This is an optimization exercise on Yosys and OpenROAD, whose aim is a short achievable clock period and few clock cycles, not a production implementation.
The RTL was checked by simulation tests, not by an equivalence proof against the original design.
Power and IR drop assume default switching activity.

==> flow/design.v <==
localparam int LANES = 4;
localparam int REGS  = 8;
localparam int DW    = 16;
localparam int AW    = 8;
localparam int IW    = 16;
localparam logic [3:0] NOP     = 4'h0;
localparam logic [3:0] ADD     = 4'h1;
localparam logic [3:0] SUB     = 4'h2;
localparam logic [3:0] MUL     = 4'h3;
localparam logic [3:0] AND     = 4'h4;
localparam logic [3:0] SLT     = 4'h5;
localparam logic [3:0] ADDI    = 4'h6;
localparam logic [3:0] STORE   = 4'h7;
localparam logic [3:0] SETMASK = 4'h8;
localparam logic [3:0] JMP     = 4'h9;
localparam logic [3:0] HALT    = 4'hf;
localparam logic [2:0] IDLE    = 3'd0;
localparam logic [2:0] FETCH   = 3'd1;
localparam logic [2:0] DECODE  = 3'd2;
localparam logic [2:0] EXECUTE = 3'd3;
localparam logic [2:0] WAIT    = 3'd4;
localparam logic [2:0] UPDATE  = 3'd5;
localparam logic [2:0] DONE    = 3'd6;
module simt_core (
    input  logic                                     clk,
    input  logic                                     reset,
    input  logic                                     start_i,
    input  logic [8-1:0]              start_pc_i,
    output logic                                     done_o,
    output logic                                     imem_valid_o,
    output logic [8-1:0]              imem_addr_o,
    input  logic                                     imem_ready_i,
    input  logic [16-1:0]             imem_data_i,
    output logic [4-1:0]                   dmem_wvalid_o,
    output logic [4*8-1:0]  dmem_waddr_o,
    output logic [4*16-1:0]  dmem_wdata_o,
    input  logic [4-1:0]                   dmem_wready_i
);
localparam int LANES = 4;
localparam int REGS  = 8;
localparam int DW    = 16;
localparam int AW    = 8;
localparam int IW    = 16;
localparam logic [3:0] NOP     = 4'h0;
localparam logic [3:0] ADD     = 4'h1;
localparam logic [3:0] SUB     = 4'h2;
localparam logic [3:0] MUL     = 4'h3;
localparam logic [3:0] AND     = 4'h4;
localparam logic [3:0] SLT     = 4'h5;
localparam logic [3:0] ADDI    = 4'h6;
localparam logic [3:0] STORE   = 4'h7;
localparam logic [3:0] SETMASK = 4'h8;
localparam logic [3:0] JMP     = 4'h9;
localparam logic [3:0] HALT    = 4'hf;
localparam logic [2:0] IDLE    = 3'd0;
localparam logic [2:0] FETCH   = 3'd1;
localparam logic [2:0] DECODE  = 3'd2;
localparam logic [2:0] EXECUTE = 3'd3;
localparam logic [2:0] WAIT    = 3'd4;
localparam logic [2:0] UPDATE  = 3'd5;
localparam logic [2:0] DONE    = 3'd6;
    localparam int NR = REGS - 1;    
    logic          run_q;     
    logic          fv_q;      
    logic [AW-1:0] fpc_q;     
    logic          halt_q;    
    logic          done_q;
    logic [LANES-1:0] mask_q;
    logic [3:0] f_op;
    logic [2:0] f_rd, f_rs1, f_rs2;
    logic [7:0] f_rd_oh, f_rs1_oh, f_rs2_oh;
    logic       f_add, f_sub, f_mul, f_and, f_slt, f_addi, f_st, f_sm, f_jmp, f_halt;
    logic       f_wr, f_use1, f_use2, f_exec;
    logic [NR-1:0] f_reads;
    logic [AW-1:0] f_tgt;
    always_comb begin
        f_op  = imem_data_i[15:12];
        f_rd  = imem_data_i[11:9];
        f_rs1 = imem_data_i[8:6];
        f_rs2 = imem_data_i[5:3];
        f_rd_oh  = 8'b1 << f_rd;
        f_rs1_oh = 8'b1 << f_rs1;
        f_rs2_oh = 8'b1 << f_rs2;
        f_add  = (f_op == ADD);
        f_sub  = (f_op == SUB);
        f_mul  = (f_op == MUL) && (f_rd != 3'd7);
        f_and  = (f_op == AND);
        f_slt  = (f_op == SLT);
        f_addi = (f_op == ADDI);
        f_st   = (f_op == STORE);
        f_sm   = (f_op == SETMASK);
        f_jmp  = (f_op == JMP);
        f_halt = (f_op == HALT);
        f_wr   = (f_add || f_sub || f_and || f_slt || f_addi) && (f_rd != 3'd7);
        f_use1 = f_add || f_sub || (f_op == MUL) || f_and || f_slt || f_addi || f_st || f_sm;
        f_use2 = f_add || f_sub || (f_op == MUL) || f_and || f_slt;
        f_exec = f_wr || f_mul || f_st || f_sm;
        f_reads = (f_use1 ? f_rs1_oh[NR-1:0] : '0) |
                  (f_use2 ? f_rs2_oh[NR-1:0] : '0) |
                  (f_st   ? f_rd_oh[NR-1:0]  : '0);
        f_tgt  = fpc_q + {{(AW-6){imem_data_i[5]}}, imem_data_i[5:0]};
    end
    logic          irv_q;
    logic          ir_add, ir_sub, ir_mul, ir_and, ir_slt, ir_addi, ir_st, ir_sm, ir_wr;
    logic [7:0]    ir_rs1, ir_rs2, ir_rd;
    logic [NR-1:0] ir_reads;
    logic [5:0]    ir_imm;
    logic             m2_v_q;
    logic [NR-1:0]    m2_rd_q;
    logic [LANES-1:0] m2_mask_q;
    logic [LANES-1:0]    out_v_q, skid_v_q;
    logic [AW-1:0]       out_a_q [LANES];
    logic [DW-1:0]       out_d_q [LANES];
    logic [AW-1:0]       skid_a_q [LANES];
    logic [DW-1:0]       skid_d_q [LANES];
    logic stall, go, acc;
    assign stall = irv_q && ((m2_v_q && |(ir_reads & m2_rd_q)) || (ir_st && |skid_v_q));
    assign go    = irv_q && !stall;
    assign acc   = fv_q && imem_ready_i && !stall;
    always_ff @(posedge clk) begin
        if (!stall) begin
            ir_add  <= f_add;
            ir_sub  <= f_sub;
            ir_mul  <= f_mul;
            ir_and  <= f_and;
            ir_slt  <= f_slt;
            ir_addi <= f_addi;
            ir_st   <= f_st;
            ir_sm   <= f_sm;
            ir_wr   <= f_wr;
            ir_rs1  <= f_rs1_oh;
            ir_rs2  <= f_rs2_oh;
            ir_rd   <= f_rd_oh;
            ir_reads <= f_reads;
            ir_imm  <= imem_data_i[5:0];
        end
    end
    always_ff @(posedge clk) begin
        if (reset) begin
            irv_q <= 1'b0;
        end else if (!stall) begin
            irv_q <= acc && f_exec;
        end
    end
    logic [DW-1:0] regs_q [LANES][NR];
    logic [DW-1:0] a_l [LANES];
    logic [DW-1:0] b_l [LANES];
    logic [DW-1:0] d_l [LANES];
    logic [DW-1:0] res_l [LANES];
    logic [AW-1:0] sta_l [LANES];
    logic [DW-1:0] mres_l [LANES];
    logic [DW-1:0] g0_q [LANES];
    logic [DW-1:0] g1_q [LANES];
    logic [DW-1:0] g2_q [LANES];
    logic [DW-1:0] g3_q [LANES];
    logic [DW-1:0] imm16;
    assign imm16 = {{(DW-6){ir_imm[5]}}, ir_imm};
    always_comb begin
        for (int l = 0; l < LANES; l++) begin
            a_l[l] = ir_rs1[7] ? DW'(l) : '0;
            b_l[l] = ir_rs2[7] ? DW'(l) : '0;
            d_l[l] = ir_rd[7]  ? DW'(l) : '0;
            for (int r = 0; r < NR; r++) begin
                a_l[l] = a_l[l] | (ir_rs1[r] ? regs_q[l][r] : '0);
                b_l[l] = b_l[l] | (ir_rs2[r] ? regs_q[l][r] : '0);
                d_l[l] = d_l[l] | (ir_rd[r]  ? regs_q[l][r] : '0);
            end
        end
    end
    always_comb begin
        for (int l = 0; l < LANES; l++) begin
            logic [DW-1:0] s_add, s_sub, s_addi;
            logic          lt;
            s_add  = a_l[l] + b_l[l];
            s_sub  = a_l[l] - b_l[l];
            s_addi = a_l[l] + imm16;
            lt     = $signed(a_l[l]) < $signed(b_l[l]);
            res_l[l] = (ir_add  ? s_add  : '0) |
                       (ir_sub  ? s_sub  : '0) |
                       (ir_and  ? (a_l[l] & b_l[l]) : '0) |
                       (ir_slt  ? DW'(lt) : '0) |
                       (ir_addi ? s_addi : '0);
            sta_l[l] = a_l[l][AW-1:0] + imm16[AW-1:0];
            mres_l[l] = g0_q[l] + g1_q[l] + g2_q[l] + g3_q[l];
        end
    end
    always_ff @(posedge clk) begin
        for (int l = 0; l < LANES; l++) begin
            logic [DW-1:0] g [4];
            for (int k = 0; k < 4; k++) begin
                g[k] = '0;
                for (int i = 4 * k; i < 4 * k + 4; i++) begin
                    g[k] = g[k] + (b_l[l][i] ? (a_l[l] << i) : '0);
                end
            end
            g0_q[l] <= g[0];
            g1_q[l] <= g[1];
            g2_q[l] <= g[2];
            g3_q[l] <= g[3];
        end
    end
    always_ff @(posedge clk) begin
        if (reset) begin
            m2_v_q <= 1'b0;
        end else begin
            m2_v_q <= go && ir_mul;
        end
        m2_rd_q   <= ir_rd[NR-1:0];
        m2_mask_q <= mask_q;
    end
    always_ff @(posedge clk) begin
        for (int l = 0; l < LANES; l++) begin
            for (int r = 0; r < NR; r++) begin
                if (reset) begin
                    regs_q[l][r] <= '0;
                end else if (go && ir_wr && ir_rd[r] && mask_q[l]) begin
                    regs_q[l][r] <= res_l[l];
                end else if (m2_v_q && m2_rd_q[r] && m2_mask_q[l]) begin
                    regs_q[l][r] <= mres_l[l];
                end
            end
        end
    end
    logic [LANES-1:0] push, pop;
    always_comb begin
        for (int l = 0; l < LANES; l++) begin
            push[l] = go && ir_st && mask_q[l];
            pop[l]  = out_v_q[l] && dmem_wready_i[l];
        end
    end
    always_ff @(posedge clk) begin
        for (int l = 0; l < LANES; l++) begin
            if (reset) begin
                out_v_q[l]  <= 1'b0;
                skid_v_q[l] <= 1'b0;
            end else begin
                if (!out_v_q[l] || pop[l]) begin
                    out_v_q[l]  <= skid_v_q[l] || push[l];
                    skid_v_q[l] <= skid_v_q[l] && push[l];
                end else begin
                    skid_v_q[l] <= skid_v_q[l] || push[l];
                end
            end
            if (!out_v_q[l] || pop[l]) begin
                if (skid_v_q[l]) begin
                    out_a_q[l] <= skid_a_q[l];
                    out_d_q[l] <= skid_d_q[l];
                end else begin
                    out_a_q[l] <= sta_l[l];
                    out_d_q[l] <= d_l[l];
                end
            end
            if (push[l]) begin
                skid_a_q[l] <= sta_l[l];
                skid_d_q[l] <= d_l[l];
            end
        end
    end
    logic halt_now, drained;
    assign halt_now = acc && f_halt;
    assign drained  = !(|(skid_v_q | (out_v_q & ~dmem_wready_i) | push));
    always_ff @(posedge clk) begin
        if (reset) begin
            run_q  <= 1'b0;
            fv_q   <= 1'b0;
            halt_q <= 1'b0;
            done_q <= 1'b0;
            fpc_q  <= '0;
            mask_q <= '1;
        end else if (start_i && !run_q) begin
            run_q  <= 1'b1;
            fv_q   <= 1'b1;
            halt_q <= 1'b0;
            done_q <= 1'b0;
            fpc_q  <= start_pc_i;
            mask_q <= '1;
        end else begin
            if (acc) begin
                fpc_q <= f_jmp ? f_tgt : fpc_q + 1'b1;
                if (f_halt) begin
                    fv_q <= 1'b0;
                end
            end
            if (go && ir_sm) begin
                for (int l = 0; l < LANES; l++) begin
                    mask_q[l] <= a_l[l][0];
                end
            end
            if ((halt_now || halt_q) && drained) begin
                done_q <= 1'b1;
                run_q  <= 1'b0;
                halt_q <= 1'b0;
            end else if (halt_now) begin
                halt_q <= 1'b1;
            end
        end
    end
    assign done_o       = done_q;
    assign imem_valid_o = fv_q;
    assign imem_addr_o  = fpc_q;
    always_comb begin
        for (int l = 0; l < LANES; l++) begin
            dmem_wvalid_o[l]          = out_v_q[l];
            dmem_waddr_o[l*AW +: AW]  = out_a_q[l];
            dmem_wdata_o[l*DW +: DW]  = out_d_q[l];
        end
    end
endmodule
==> flow/run.sh <==
#!/bin/bash
# synth_recipe.tcl (not shown) runs the flow's synth.tcl, then flattens the netlist and writes it again
# the make line also repeats each setting of config.mk as NAME=value (left out here)
make -C /OpenROAD-flow-scripts/flow DESIGN_CONFIG=/design/flow/config.mk WORK_HOME=/design/flow/orfs CLKGATE_MAP_FILE= SYNTH_SCRIPT=/design/flow/synth_recipe.tcl finish
==> flow/config.mk <==
export PLATFORM = sky130hd
export DESIGN_NAME = simt_core
export DESIGN_NICKNAME = simt_core
export VERILOG_FILES = /design/flow/design.v
export SDC_FILE = /design/flow/constraint.sdc
export NUM_CORES = 4
export LEC_CHECK = 0
export CAP_MARGIN = 20
export CORE_MARGIN = 2
export CORE_UTILIZATION = 40
export SLEW_MARGIN = 20
==> flow/constraint.sdc <==
create_clock -name core_clock -period 10.0 [get_ports {clk}]
set_input_delay 2.0000 -clock core_clock [delete_from_list [all_inputs] [get_ports {clk}]]
set_output_delay 2.0000 -clock core_clock [all_outputs]
set_load 0.01 [all_outputs]
==> impl_metrics.yaml <==
detailed_routing:
  dr.pass1.iters: 11
  drt_iter0_markers: 10100
  postRouteAntennaNets: 0
  avgRoutedWirePerCell_um: 27.0
  drcViolationCount: 0
  via_count: 59300
  viasPerCell: 6.32
  wl_um: 253000
timing:
  rsz0062_at_grt: "false"
  setup-tns-final_ps: 0
  clock_skew_ps: 70.7
  finalSetupViolCount: 0
  tightest_slew_ps: 1200
  period_minus_slack_ps: 6400
  fin_crit_sh: 0.640
  clock.fmax_mhz: 156
  hold_violations: 0
  fin_ws_ps: 3600
  report.final.slew_viol_count: 0
  timing.slew.headroom: 0.193
worst_setup_path:
  worst_path_max_delay_cell: "nand4_1"
  worstPathCellList: "buf_4 > a221oi_1 > nand4_1 > inv_1 > nor2_1 > fa_1 > fa_1 > ha_1 > fa_1 > a21o_1 > a21oi_1 > nor2b_1 > o21a_1 > o311a_1 > o21a_1 > o21a_1 > o21ba_2 > xnor2_1"
  start_kind: "flip-flop"
  cp_data_required_time_ps: 10550
  crit_fanout: 32
  max_stage_delay_ps: 790
  cp_num_buf_inv: 2
  critical-path-top-delay-family: "compound AO/OA/AOI/OAI gates"
  criticalPathCategory: "flip-flop to flip-flop"
  end_kind: "flip-flop"
  arrival_ps: 6960
floorplanning:
  die_area_mm2: 0.166
  die_h_um: 407
  io_pins: 142
  core.rowCount: 147
  start_util: 0.404
  die_w_um: 407
  core-area_mm2: 0.161
yosys:
  syn_nets: 7958
  ys_ff_latch: 883
  ys_seq_area_frac: 0.308
  yosys-top-cells-area: "dfxtp_1, edfxtp_1, fa_1"
  yosysTopAreaCell: "dfxtp_1"
  synth_cells: 7246
  syn_area_mm2: 0.0650
  avgSynthCellArea_um2: 8.98
  synth_flop_cell: "dfxtp_1"
  yosysWarningCount: 20
  synth_enable_flop_cells: 238
  synth.distinct_cells: 102
  synth_top_area_frac: 0.199
  synthArstFlopShare: 0
placed_design:
  place_area_mm2: 0.0681
  preCtsSetupSlack_ps: 3780
  dp_hpwl_um: 173000
  io_buffers: 141
  gp_congestion: 0.944
finish:
  design_area_mm2: 0.0715
  syn_to_final_growth_pct: 9.96
  drive_gt1_frac: 0.0851
  layout_common_cells: "nor2_1, dfxtp_1, inv_1"
  multi_input_area_mm2: 0.0409
  seq_area_mm2: 0.0201
  nNetsFinal: 7840
  fillers: 15500
  final_common_cell: "nor2_1"
global_route:
  grt_pass1_vias: 57200
  grt_use_total: 0.293
  antenna_found_initial: 5
  grt_max_degree: 169
  gr-total-overflow: 0
  grt_first_pass_wirelength_um: 372000
clocking:
  cts_root_buf: "clkbuf_16"
  cts_hold_buf: 0
  clock_path_buffers: 3
  post_cts_buffers: 0
  clk_pin_slew_ps: 70
  cts_buffers: 100
  cts-htree-levels: 3
  clk_latency_ps: 750
  ctsResizeCount: 0
  cts_tree: "built"
  clkSinkCount: 883
pwr:
  peakVddDrop_mv: 0.141
  power_leakage_uw: 0.0288
  p_total_uw: 8080
  power.density_mw_per_mm2: 113
outcome:
  outcome: "complete, no violations"
worst_hold_path:
  hold_path_class: "flip-flop to flip-flop"
job:
  maxCapViolations: 0
==> worst reg2reg max path, stage by stage (launching register included) <==
cell	delay (ps)
edfxtp_1	550
buf_4	380
a221oi_1	380
nand4_1	790
inv_1	570
nor2_1	130
fa_1	580
fa_1	420
ha_1	230
fa_1	470
a21o_1	190
a21oi_1	230
nor2b_1	80
o21a_1	180
o311a_1	320
o21a_1	200
o21a_1	180
o21ba_2	210
xnor2_1	120
==> where the power goes <==
part	switching, uW	total, uW	internal (uW)
sequential	27.1	3710	3690
combinational	353	487	133
clock	1660	3880	2220
total	2040	8080	6040
==> routing by layer <==
metal  GRT usage  up-vias  share of wire
li1            -    26200              -
met1       0.376    28500           0.39
met2       0.455     3820           0.44
met3      0.0619      821           0.11
met4       0.174        2          0.066
met5           0        -       0.000043
==> synth_stat cells (13+ instances only) <==
cell,n
nor2_1,894
dfxtp_1,645
inv_1,515
a211oi_1,505
nand2_1,427
ha_1,403
a22oi_1,387
clkbuf_1,344
a21oi_1,287
fa_1,277
edfxtp_1,238
mux2_2,228
xnor2_1,226
nand3_1,204
a222oi_1,195
o21ai_0,188
mux2i_1,113
and3_1,85
xor2_1,82
a21o_1,76
buf_2,70
nor3_1,68
o21a_1,58
and2_1,53
nor2b_1,52
buf_1,45
a221oi_1,43
nand2b_1,43
o21bai_1,36
o211ai_1,35
a31oi_1,24
o21ai_1,23
buf_4,21
a221o_1,20
a211oi_2,18
or2_2,18
buf_6,15
a22o_1,14
clkinv_1,14
nor4_1,13
o22ai_1,13
or3_1,13
==> registers in the layout (all words and copies together) (netlist names), 32 cells and up <==
signal and cells:
out_a_q 32, out_d_q 64, regs_q 448, g2_q 32
g0_q 64, g1_q 48, skid_a_q 32, skid_d_q 64
==> path summary, 6_finish.rpt <==
check / startpoint / cells past startpoint / endpoint / slack, ps
setup / recovery: ir_rs1[6] / 18 / g0_q[3][15] / 3600
hold / removal: mask_q[3] / 0 / m2_mask_q[3] / 390
setup reg to reg: ir_rs1[6] / 18 / g0_q[3][15] / 3600
hold reg to reg: mask_q[3] / 0 / m2_mask_q[3] / 390
==> through the flow <==
stage               hold WS (ps)  utilization  cells
floorplan                    346            -   7246
global placement             368        0.423   9180
detailed placement           376        0.423   9183
CTS                          384        0.444   9370
global route                 396        0.444   9373
finish                       386        0.444   9374
==> final cells by class <==
class	instances	area share
diodes	1	0.0000350
flip-flops and latches	883	0.280
repair buffers	275	0.0345
inverters	530	0.0278
well taps	2160	0.0378
clock buffers	131	0.0386
multi-input cells	5338	0.571
clock inverters	56	0.00924
==> logic make-up (layout without fill, tap and decap cells) <==
family          count (synthesis)  after routing  share of synthesized area
mux                           341            341                     0.0569
simple gates                 1942           1942                      0.132
xor+xnor                      308            308                     0.0415
compound gates               2067           2067                      0.235
other cells                     0              1                          0
fa+ha+maj                     680            680                      0.163
flops                         883            883                      0.308
buf+inv                      1025            992                     0.0634
Testbench counts, summed over its fixed seeds: cycles 44,526.

[port drivers added, routing unchanged]
The flow's constraints put no driver on any port. The routed layout listed below was extracted and timed again, unchanged, in two steps. Step 1 assumes that a clkbuf_16 drives the clock port and a buf_2 every other input. Step 2 also shifts input and output timing later by t, the mid clock arrival at the registers, as if the neighbouring blocks saw the same clock. Slacks: ideal / step 1 / step 2; pairs: ideal / step 1.
shift t [ns]: 0.800
setup WS [ns]: 3.597 / 3.597 / 3.597
hold WS [ns]: 0.386 / 0.386 / 0.386
worst setup path after step 2: register to register
pins driven straight from the clock port: 1
After both steps setup and hold are still met in this run. The setup slack of this run moves by 0.000 ns with the drivers and by 0.000 ns with both steps.
